Source: an optimization exercise on an open RTL-to-GDS flow (aim: small area, a short achievable clock period and few clock cycles). Production flows keep margins and buffers that such runs may drop.
Function was checked by simulation only, so behaviour that the tests miss may differ from the original.

==> inputs of amber <==
// rv_core_top
module rv_core_top (
    input  logic                  clk,
    input  logic                  rst_n_i,
    input  logic [32-1:0]   inst_i,
    output logic [32-1:0]   pc_o,
    output logic                  wb_valid_o,
    output logic [5-1:0] wb_rd_o,
    output logic [32-1:0]   wb_data_o
);
==> module fetch_unit, before the edit <==
module fetch_unit (
    input  logic                clk,
    input  logic                rst_n_i,
    input  logic                redirect_i,
    input  logic [32-1:0] redirect_pc_i,
    input  logic [32-1:0] inst_i,
    output logic [32-1:0] pc_o,
    output logic                pred_o,      
    output logic                jal_long_o,  
    output logic [32-1:0] alt_o        
);
    logic [32-1:0]  pc_q;
    logic [32-1:0]  pc_next;
    logic [32-1:0]  pc_inc;
    logic [12:0]          low;
    logic                 sign;
    logic [32-13:0] hi_p1;
    logic [32-13:0] hi_m1;
    logic                 is_br;
    logic                 is_jal;
    logic                 jal_short;
    assign is_br     = (inst_i[6:0] == OPC_BRANCH) && (inst_i[14:13] == 2'b00);
    assign is_jal    = (inst_i[6:0] == OPC_JAL);
    assign jal_short = (inst_i[19:12] == {8{inst_i[31]}});
    assign pred_o     = (is_br && (inst_i[31] || inst_i[12])) || (is_jal && jal_short);
    assign jal_long_o = is_jal && !jal_short;
    pc_incs u_pc_incs (
        .pc_i     (pc_q  ),
        .pc_inc_o (pc_inc),
        .hi_p1_o  (hi_p1 ),
        .hi_m1_o  (hi_m1 )
    );
    pc_lo_add u_pc_lo_add (
        .pc_i   (pc_q[11:0]),
        .inst_i (inst_i    ),
        .low_o  (low       ),
        .sign_o (sign      )
    );
    logic                 use_inc;
    logic [32-1:0]  n0;
    logic [32-1:0]  n1;
    logic [32-1:0]  a0;
    logic [32-1:0]  a1;
    logic [32-1:0]  fetch_next;
    assign use_inc = pred_o || is_jal;
    logic n_m1;
    logic n_hi;
    logic n_p1;
    logic a_m1;
    logic a_hi;
    logic a_p1;
    assign n_m1 = pred_o && sign;
    assign n_hi = pred_o && !sign;
    assign n_p1 = pred_o && sign;
    assign a_m1 = !use_inc && sign;
    assign a_hi = !use_inc && !sign;
    assign a_p1 = !use_inc && sign;
    assign n0[11:0] = pc_inc[11:0];
    assign n1[11:0] = pc_inc[11:0];
    assign a0[11:0] = pc_inc[11:0];
    assign a1[11:0] = pc_inc[11:0];
    for (genvar i = 12; i < 32; i++) begin : g_cand
        alu_ao3 u_n0 (.s0(n_m1), .d0(hi_m1[i-12]), .s1(n_hi), .d1(pc_q[i]),
                      .s2(!pred_o), .d2(pc_inc[i]), .y(n0[i]));
        alu_ao3 u_n1 (.s0(n_p1), .d0(pc_q[i]), .s1(n_hi), .d1(hi_p1[i-12]),
                      .s2(!pred_o), .d2(pc_inc[i]), .y(n1[i]));
        alu_ao3 u_a0 (.s0(a_m1), .d0(hi_m1[i-12]), .s1(a_hi), .d1(pc_q[i]),
                      .s2(use_inc), .d2(pc_inc[i]), .y(a0[i]));
        alu_ao3 u_a1 (.s0(a_p1), .d0(pc_q[i]), .s1(a_hi), .d1(hi_p1[i-12]),
                      .s2(use_inc), .d2(pc_inc[i]), .y(a1[i]));
    end
    for (genvar i = 0; i < 32; i++) begin : g_next
        if (i < 12) begin : g_lo
            g_mux2 u_f (.s(pred_o),  .a1(low[i]),  .a0(pc_inc[i]), .y(fetch_next[i]));
            g_mux2 u_a (.s(use_inc), .a1(pc_inc[i]), .a0(low[i]), .y(alt_o[i]));
        end else begin : g_hi
            g_mux2 u_f (.s(low[12]), .a1(n1[i]), .a0(n0[i]), .y(fetch_next[i]));
            g_mux2 u_a (.s(low[12]), .a1(a1[i]), .a0(a0[i]), .y(alt_o[i]));
        end
        g_mux2 u_n (.s(redirect_i), .a1(redirect_pc_i[i]), .a0(fetch_next[i]), .y(pc_next[i]));
    end
    assign pc_o    = pc_q;
    always_ff @(posedge clk or negedge rst_n_i) begin
        if (!rst_n_i)
            pc_q <= 32'h0000_0000;
        else
            pc_q <= pc_next;
    end
endmodule
==> module rf_dec, before the edit <==
module rf_dec (
    input  logic [4:0] idx_i,
    output logic [7:0] lo_o,
    output logic [3:0] hi_o
);
    for (genvar k = 0; k < 8; k++) begin : g_lo
        assign lo_o[k] = (idx_i[2:0] == k);
    end
    for (genvar k = 0; k < 4; k++) begin : g_hi
        assign hi_o[k] = (idx_i[4:3] == k);
    end
endmodule
clock: 5.0 ns
lec_check: 0
cap_margin: 20
core_margin: 2
core_utilization: 40
cts_cluster_diameter: 100
cts_cluster_size: 25
setup_slack_margin: 2.0
slew_margin: 20
synth_hierarchical: 1
synth_minimum_keep_size: 0
tns_end_percent: 30
standard.sh (not shown) runs the stock make flow with config.mk's settings and CLKGATE_MAP_FILE= SYNTH_SCRIPT=/design/flow/synth_recipe.tcl, a recipe that flattens the netlist after the stock synthesis.
==> flow/flow/run.sh <==
#!/bin/bash
set -euo pipefail
export BUFFER_PORTS_ARGS="-buffer_cell sky130_fd_sc_hd__buf_4"
bash standard.sh > standard_flow.log 2>&1
==> ember: changes against amber <==
--- a/flow/design.v
+++ b/flow/design.v
@@ -68,6 +68,36 @@
 );
     assign y = (s0 & d0) | (s1 & d1) | (s2 & d2);
 endmodule
+module fetch_pred (
+    input  logic [32-1:0] inst_i,
+    output logic                pred_o,
+    output logic                jal_long_o,
+    output logic                n_m1_o,      
+    output logic                n_hi_o,      
+    output logic                n_inc_o,     
+    output logic                a_m1_o,      
+    output logic                a_hi_o,
+    output logic                a_inc_o
+);
+    logic is_br;
+    logic is_jal;
+    logic jal_short;
+    logic sign;
+    logic use_inc;
+    assign is_br     = (inst_i[6:0] == OPC_BRANCH) && (inst_i[14:13] == 2'b00);
+    assign is_jal    = (inst_i[6:0] == OPC_JAL);
+    assign jal_short = (inst_i[19:12] == {8{inst_i[31]}});
+    assign sign      = inst_i[3] ? inst_i[12] : inst_i[31];
+    assign pred_o     = (is_br && (inst_i[31] || inst_i[12])) || (is_jal && jal_short);
+    assign jal_long_o = is_jal && !jal_short;
+    assign use_inc    = pred_o || is_jal;
+    assign n_m1_o     = pred_o && sign;
+    assign n_hi_o     = pred_o && !sign;
+    assign n_inc_o    = !pred_o;
+    assign a_m1_o     = !use_inc && sign;
+    assign a_hi_o     = !use_inc && !sign;
+    assign a_inc_o    = use_inc;
+endmodule
 module fetch_unit (
     input  logic                clk,
     input  logic                rst_n_i,
@@ -86,14 +116,23 @@
     logic                 sign;
     logic [32-13:0] hi_p1;
     logic [32-13:0] hi_m1;
-    logic                 is_br;
-    logic                 is_jal;
-    logic                 jal_short;
-    assign is_br     = (inst_i[6:0] == OPC_BRANCH) && (inst_i[14:13] == 2'b00);
-    assign is_jal    = (inst_i[6:0] == OPC_JAL);
-    assign jal_short = (inst_i[19:12] == {8{inst_i[31]}});
-    assign pred_o     = (is_br && (inst_i[31] || inst_i[12])) || (is_jal && jal_short);
-    assign jal_long_o = is_jal && !jal_short;
+    logic n_m1;
+    logic n_hi;
+    logic n_inc;
+    logic a_m1;
+    logic a_hi;
+    logic a_inc;
+    fetch_pred u_pred (
+        .inst_i     (inst_i    ),
+        .pred_o     (pred_o    ),
+        .jal_long_o (jal_long_o),
+        .n_m1_o     (n_m1      ),
+        .n_hi_o     (n_hi      ),
+        .n_inc_o    (n_inc     ),
+        .a_m1_o     (a_m1      ),
+        .a_hi_o     (a_hi      ),
+        .a_inc_o    (a_inc     )
+    );
     pc_incs u_pc_incs (
         .pc_i     (pc_q  ),
         .pc_inc_o (pc_inc),
@@ -106,43 +145,29 @@
         .low_o  (low       ),
         .sign_o (sign      )
     );
-    logic                 use_inc;
     logic [32-1:0]  n0;
     logic [32-1:0]  n1;
     logic [32-1:0]  a0;
     logic [32-1:0]  a1;
     logic [32-1:0]  fetch_next;
-    assign use_inc = pred_o || is_jal;
-    logic n_m1;
-    logic n_hi;
-    logic n_p1;
-    logic a_m1;
-    logic a_hi;
-    logic a_p1;
-    assign n_m1 = pred_o && sign;
-    assign n_hi = pred_o && !sign;
-    assign n_p1 = pred_o && sign;
-    assign a_m1 = !use_inc && sign;
-    assign a_hi = !use_inc && !sign;
-    assign a_p1 = !use_inc && sign;
     assign n0[11:0] = pc_inc[11:0];
     assign n1[11:0] = pc_inc[11:0];
     assign a0[11:0] = pc_inc[11:0];
     assign a1[11:0] = pc_inc[11:0];
     for (genvar i = 12; i < 32; i++) begin : g_cand
         alu_ao3 u_n0 (.s0(n_m1), .d0(hi_m1[i-12]), .s1(n_hi), .d1(pc_q[i]),
-                      .s2(!pred_o), .d2(pc_inc[i]), .y(n0[i]));
-        alu_ao3 u_n1 (.s0(n_p1), .d0(pc_q[i]), .s1(n_hi), .d1(hi_p1[i-12]),
-                      .s2(!pred_o), .d2(pc_inc[i]), .y(n1[i]));
+                      .s2(n_inc), .d2(pc_inc[i]), .y(n0[i]));
+        alu_ao3 u_n1 (.s0(n_m1), .d0(pc_q[i]), .s1(n_hi), .d1(hi_p1[i-12]),
+                      .s2(n_inc), .d2(pc_inc[i]), .y(n1[i]));
         alu_ao3 u_a0 (.s0(a_m1), .d0(hi_m1[i-12]), .s1(a_hi), .d1(pc_q[i]),
-                      .s2(use_inc), .d2(pc_inc[i]), .y(a0[i]));
-        alu_ao3 u_a1 (.s0(a_p1), .d0(pc_q[i]), .s1(a_hi), .d1(hi_p1[i-12]),
-                      .s2(use_inc), .d2(pc_inc[i]), .y(a1[i]));
+                      .s2(a_inc), .d2(pc_inc[i]), .y(a0[i]));
+        alu_ao3 u_a1 (.s0(a_m1), .d0(pc_q[i]), .s1(a_hi), .d1(hi_p1[i-12]),
+                      .s2(a_inc), .d2(pc_inc[i]), .y(a1[i]));
     end
     for (genvar i = 0; i < 32; i++) begin : g_next
         if (i < 12) begin : g_lo
-            g_mux2 u_f (.s(pred_o),  .a1(low[i]),  .a0(pc_inc[i]), .y(fetch_next[i]));
-            g_mux2 u_a (.s(use_inc), .a1(pc_inc[i]), .a0(low[i]), .y(alt_o[i]));
+            g_mux2 u_f (.s(n_inc), .a1(pc_inc[i]), .a0(low[i]), .y(fetch_next[i]));
+            g_mux2 u_a (.s(a_inc), .a1(pc_inc[i]), .a0(low[i]), .y(alt_o[i]));
         end else begin : g_hi
             g_mux2 u_f (.s(low[12]), .a1(n1[i]), .a0(n0[i]), .y(fetch_next[i]));
             g_mux2 u_a (.s(low[12]), .a1(a1[i]), .a0(a0[i]), .y(alt_o[i]));
@@ -275,16 +300,25 @@
     g_nand2 u_v1 (.a(u[2]), .b(u[3]), .y(v[1]));
     g_or2   u_q  (.a(v[0]), .b(v[1]), .y(q_o));
 endmodule
+module rf_dec_eq #(
+    parameter int W = 3,
+    parameter int K = 0
+) (
+    input  logic [W-1:0] idx_i,
+    output logic         y_o
+);
+    assign y_o = (idx_i == W'(K));
+endmodule
 module rf_dec (
     input  logic [4:0] idx_i,
     output logic [7:0] lo_o,
     output logic [3:0] hi_o
 );
     for (genvar k = 0; k < 8; k++) begin : g_lo
-        assign lo_o[k] = (idx_i[2:0] == k);
+        rf_dec_eq #(.W(3), .K(k)) u_lo (.idx_i(idx_i[2:0]), .y_o(lo_o[k]));
     end
     for (genvar k = 0; k < 4; k++) begin : g_hi
-        assign hi_o[k] = (idx_i[4:3] == k);
+        rf_dec_eq #(.W(2), .K(k)) u_hi (.idx_i(idx_i[4:3]), .y_o(hi_o[k]));
     end
 endmodule
 module g_and3 (
Settings changed: TNS_END_PERCENT 30 to 0.
==> results.yml <==
drt:
  drt-vias-per-instance: 6.371
sta:
  worst_slew_margin_rel: 0.2357
cells_and_area:
  drive_gt1_frac: 0.1893
  finish.cell_count_without_fillers: 7236
clock_tree:
  insertion_delay_ns: 0.75
grt:
  groute.layer.met3.usage: 0.04231
outcome:
  outcome: "complete, no violations"
power_and_ir_drop:
  peakVddDrop_mv: 0.2739
the above is filed under amber

==> results.yml <==
outcome:
  outcome: "complete, no violations"
cells_and_area:
  drive_gt1_frac: 0.1698
  largest_class: "registers"
  multi_input_comb_area_mm2: 0.02549
  multi_input_area_share: 0.3676
  finish.cell_count_without_fillers: 7163
power_and_ir_drop:
  maxPowerGroup: "registers"
  peakVddDrop_mv: 0.3495
worst_hold_path:
  holdCritPathClass: "in -> async"
worst_setup_path:
  worst-endpoint-required_ns: 5.35
sta:
  worst_slew_margin_rel: 0.2660
  timing.final.crit_period_ns: 3.377
grt:
  overflow: 0
  groute.layer.met3.usage: 0.04509
drt:
  vias: 44880
clock_tree:
  insertion_delay_ns: 0.76
the above is filed under ember

Testbench counts of amber, summed over its fixed seeds: cycles 41,846.
Testbench counts of ember, summed over its fixed seeds: cycles 41,846.

separate check: timing with driven ports:
No port has a modelled driver above. Below, the same layouts with a new extraction and two added sets of constraints. Step 1 (the two cells are an assumption about what drives the block):
set clk [get_ports {clk}]
set_driving_cell -lib_cell sky130_fd_sc_hd__clkbuf_16 $clk
set_driving_cell -lib_cell sky130_fd_sc_hd__buf_2 [delete_from_list [all_inputs] $clk]
Step 2 times the ports against the registers' clock, not the clock port: input delays grow and output delays shrink by t, the midpoint of the rising clock arrivals with the driver on. a / b / c = ideal / step 1 / step 2; a / b = the first two.
| run | t (ns) | slack for setup (ns) | hold WS [ns] | worst setup path after step 2 | slew at the worst register clock pin (ns) |
|---|---|---|---|---|---|
| amber | 0.815 | 1.714 / 1.735 / 0.954 | 0.243 / 0.188 / 0.413 | input to register | 0.11 / 0.11 |
| ember | 0.807 | 1.623 / 1.623 / 0.936 | 0.245 / 0.192 / 0.413 | input to register | 0.11 / 0.11 |
After both steps setup and hold are still met in every run listed. For amber, which loses most, drivers alone change the setup slack by +0.021 ns; drivers and shift together by -0.760 ns.
